This is an optimization exercise on Yosys and OpenROAD, whose aim is small area, a short achievable clock period and few clock cycles per item, not a production implementation.
Function was checked by simulation only, so behaviour that the tests miss may differ from the original.

==> inputs of run a <==
// butterfly_top
module butterfly_top (
    input  logic        clk,
    input  logic        rst_n,
    input  logic [96:0] in_i,
    input  logic        in_vld_i,
    output logic        in_rdy_o,
    input  logic        credit_i,
    output logic [31:0] ao_o,
    output logic [31:0] bo_o,
    output logic        out_vld_o
);
==> flow/config.mk <==
export PLATFORM = sky130hd
export DESIGN_NAME = butterfly_top
export DESIGN_NICKNAME = butterfly_top
export VERILOG_FILES = /design/flow/design.v
export SDC_FILE = /design/flow/constraint.sdc
export NUM_CORES = 4
export LEC_CHECK = 0
export ABC_CLOCK_PERIOD_IN_PS = 5000
export CAP_MARGIN = 20
export CORE_MARGIN = 2
export CORE_UTILIZATION = 40
export SETUP_SLACK_MARGIN = 1.8
export SLEW_MARGIN = 20
export SYNTH_HIERARCHICAL = 1
export SYNTH_MINIMUM_KEEP_SIZE = 0
==> flow/constraint.sdc <==
create_clock -name core_clock -period 6.7 [get_ports {clk}]
set_input_delay 1.3400 -clock core_clock [delete_from_list [all_inputs] [get_ports {clk}]]
set_output_delay 1.3400 -clock core_clock [all_outputs]
set_load 0.01 [all_outputs]
standard.sh (not shown) runs the stock make flow with config.mk's settings and CLKGATE_MAP_FILE= SYNTH_SCRIPT=/design/flow/synth_recipe.tcl, a recipe that flattens the netlist after the stock synthesis.
==> flow/flow/run.sh <==
#!/bin/bash
# The standard layout (the standard.sh: ORFS synthesis to final layout), with one change:
# the port buffers that ORFS's buffer_ports inserts are buf_4 cells instead of its default
# choice (clkdlybuf4s50_1, a slow delay cell). Every input and output keeps its buffer.
set -euo pipefail
export BUFFER_PORTS_ARGS="-buffer_cell sky130_fd_sc_hd__buf_4"
bash standard.sh > standard.log 2>&1
==> inputs of run b, as changes to run a <==
--- a/flow/design.v
+++ b/flow/design.v
@@ -13,10 +13,19 @@
     assign neg = x2 ^ flip;
 endmodule
 module bfly_wrap (input logic mode, input logic [15:0] w, output logic wrap);
     assign wrap = ~mode & w[15] & ~(|w[14:0]);
 endmodule
+module bfly_x2 (input logic a, input logic b, output logic y);
+    assign y = a ^ b;
+endmodule
+module bfly_x3 (input logic a, input logic b, input logic c, output logic y);
+    assign y = a ^ b ^ c;
+endmodule
+module bfly_mj (input logic a, input logic b, input logic c, output logic y);
+    assign y = (a & b) | (a & c) | (b & c);
+endmodule
 module bfly_gp (input logic gl, input logic pl, input logic gr, input logic pr, output logic g, output logic p);
     assign g = gl | (pl & gr);
     assign p = pl & pr;
 endmodule
 module bfly_ha (input logic a, input logic b, output logic s, output logic co);
@@ -1578,10 +1587,13 @@
     assign tp_re[11] = tpp_re[11] ^ tpre_c11;
     assign tp_re[12] = tpp_re[12] ^ tpre_c12;
     assign tp_re[13] = tpp_re[13] ^ tpre_c13;
     assign tp_re[14] = tpp_re[14] ^ tpre_c14;
     assign tp_re[15] = tpp_re[15] ^ tpre_c15;
+    logic ep_re, b16p_re;
+    assign ep_re = a2_re[15] ^ y15_re ^ k_re ^ tpp_re[16];
+    bfly_x2 u_b16pre (.a(tpre_c16), .b(ep_re), .y(b16p_re));
     assign tp_re[16] = tpp_re[16] ^ tpre_c16;
     logic [16:0] tmg_re, tmp_re;
     assign tmg_re[0] = u_re[0] & 1'b1;
     assign tmp_re[0] = u_re[0] ^ 1'b1;
     assign tmg_re[1] = u_re[1] & vm_re[0];
@@ -1729,10 +1741,13 @@
     assign tm_re[11] = tmp_re[11] ^ tmre_c11;
     assign tm_re[12] = tmp_re[12] ^ tmre_c12;
     assign tm_re[13] = tmp_re[13] ^ tmre_c13;
     assign tm_re[14] = tmp_re[14] ^ tmre_c14;
     assign tm_re[15] = tmp_re[15] ^ tmre_c15;
+    logic em_re, b16m_re;
+    assign em_re = a2_re[15] ^ y15_re ^ k_re ^ tmp_re[16];
+    bfly_x2 u_b16mre (.a(tmre_c16), .b(em_re), .y(b16m_re));
     assign tm_re[16] = tmp_re[16] ^ tmre_c16;
     logic lim_g0c;
     assign lim_g0c = (s0_im[0] & s1_im[0]) | ((s0_im[0] ^ s1_im[0]) & cin2_im);
     logic lim_G0_1, lim_P0_1;
     bfly_gp u_lim_G0_1 (.gl((s0_im[1] & s1_im[1])), .pl((s0_im[1] ^ s1_im[1])), .gr(lim_g0c), .pr((s0_im[0] ^ s1_im[0])), .g(lim_G0_1), .p(lim_P0_1));
@@ -2030,10 +2045,13 @@
     assign tp_im[11] = tpp_im[11] ^ tpim_c11;
     assign tp_im[12] = tpp_im[12] ^ tpim_c12;
     assign tp_im[13] = tpp_im[13] ^ tpim_c13;
     assign tp_im[14] = tpp_im[14] ^ tpim_c14;
     assign tp_im[15] = tpp_im[15] ^ tpim_c15;
+    logic ep_im, b16p_im;
+    assign ep_im = a2_im[15] ^ y15_im ^ k_im ^ tpp_im[16];
+    bfly_x2 u_b16pim (.a(tpim_c16), .b(ep_im), .y(b16p_im));
     assign tp_im[16] = tpp_im[16] ^ tpim_c16;
     logic [16:0] tmg_im, tmp_im;
     assign tmg_im[0] = u_im[0] & 1'b1;
     assign tmp_im[0] = u_im[0] ^ 1'b1;
     assign tmg_im[1] = u_im[1] & vm_im[0];
@@ -2181,15 +2199,18 @@
     assign tm_im[11] = tmp_im[11] ^ tmim_c11;
     assign tm_im[12] = tmp_im[12] ^ tmim_c12;
     assign tm_im[13] = tmp_im[13] ^ tmim_c13;
     assign tm_im[14] = tmp_im[14] ^ tmim_c14;
     assign tm_im[15] = tmp_im[15] ^ tmim_c15;
+    logic em_im, b16m_im;
+    assign em_im = a2_im[15] ^ y15_im ^ k_im ^ tmp_im[16];
+    bfly_x2 u_b16mim (.a(tmim_c16), .b(em_im), .y(b16m_im));
     assign tm_im[16] = tmp_im[16] ^ tmim_c16;
     logic [16:0] add_re, add_im, sub_re, sub_im;
-    assign add_re = {a2_re[15] ^ y15_re ^ tp_re[16] ^ k_re, tp_re[15:0]};
-    assign sub_re = {a2_re[15] ^ y15_re ^ tm_re[16] ^ k_re, tm_re[15:0]};
-    assign add_im = {a2_im[15] ^ y15_im ^ tp_im[16] ^ k_im, tp_im[15:0]};
-    assign sub_im = {a2_im[15] ^ y15_im ^ tm_im[16] ^ k_im, tm_im[15:0]};
+    assign add_re = {b16p_re, tp_re[15:0]};
+    assign sub_re = {b16m_re, tm_re[15:0]};
+    assign add_im = {b16p_im, tp_im[15:0]};
+    assign sub_im = {b16m_im, tm_im[15:0]};
     assign ao_o      = {fold_out(add_re, mode2), fold_out(add_im, mode2)};
     assign bo_o      = {fold_out(sub_re, mode2), fold_out(sub_im, mode2)};
     assign out_vld_o = vld2;
 endmodule
--- a/flow/config.mk
+++ b/flow/config.mk
@@ -7,9 +7,10 @@
 export LEC_CHECK = 0
 export ABC_CLOCK_PERIOD_IN_PS = 5000
 export CAP_MARGIN = 20
 export CORE_MARGIN = 2
 export CORE_UTILIZATION = 40
-export SETUP_SLACK_MARGIN = 1.8
+export SETUP_SLACK_MARGIN = 2.0
 export SLEW_MARGIN = 20
 export SYNTH_HIERARCHICAL = 1
 export SYNTH_MINIMUM_KEEP_SIZE = 0
+export TNS_END_PERCENT = 0
==> qor summary <==
metric	run b	run a
Netlist area before placement	30200 um^2	30200 um^2
Result of the run	no timing/DRC/antenna violations	no timing/DRC/antenna violations
Die width	279 um	279 um
Utilization after layout	45.7%	47.8%
Relative max-transition margin	37.9%	35.4%
Critical path required time	7060 ps	7050 ps
Chip Height	279 um	279 um
Final Cell Area	34100 um^2	35700 um^2
DRT iter0 DRCs	2423	2710
Critical-path maximum fanout	22	14
Average wire per standard cell	25.4 um	24.7 um
Register fraction of the total cell area	7.09%	6.81%
Cell mode on critical path	fa_1	fa_2
Seq. cell area	2420 um^2	2430 um^2
Fraction of final layout cells with drive strength greater than 1	15.2%	18.7%
Worst hold start	credit_cnt[2]	credit_cnt[0]
Pre-CTS setup slack	867 ps	847 ps
Ratio of final minimum period to clock period	75.0%	73.7%
Mapped Cells	2997	3044
Floorplan die area	77800 um^2	77700 um^2
Testbench counts of run a, summed over its fixed seeds: cycles 5,472, items 4,800.
Testbench counts of run b, summed over its fixed seeds: cycles 5,472, items 4,800.

[separate check: timing with driven ports]
No port has a modelled driver above. Below, the same layouts with a new extraction and two added sets of constraints.
Step 1 (the two cells are an assumption about what drives the block):
set clk [get_ports {clk}]
set_driving_cell -lib_cell sky130_fd_sc_hd__clkbuf_16 $clk
set_driving_cell -lib_cell sky130_fd_sc_hd__buf_2 [delete_from_list [all_inputs] $clk]
Step 2 moves the port delays by t, midway between the first and last clock arrival at a register: inputs arrive t later, outputs are due t later. That takes back most of the time a late clock gives input paths.
a / b / c = ideal / step 1 / step 2; a / b = the first two.
run | t, ns | slack for setup (ns) | worst hold slack (ns) | worst setup path at the end
run a | 0.541 | 1.762 / 1.803 / 1.262 | 0.489 / 0.489 / 0.489 | input to register
run b | 0.548 | 1.677 / 1.721 / 1.172 | 0.539 / 0.539 / 0.539 | input to register
After both steps every run listed still meets setup and hold. For run b, which loses most, drivers alone change the setup slack by +0.044 ns; drivers and shift together by -0.505 ns.
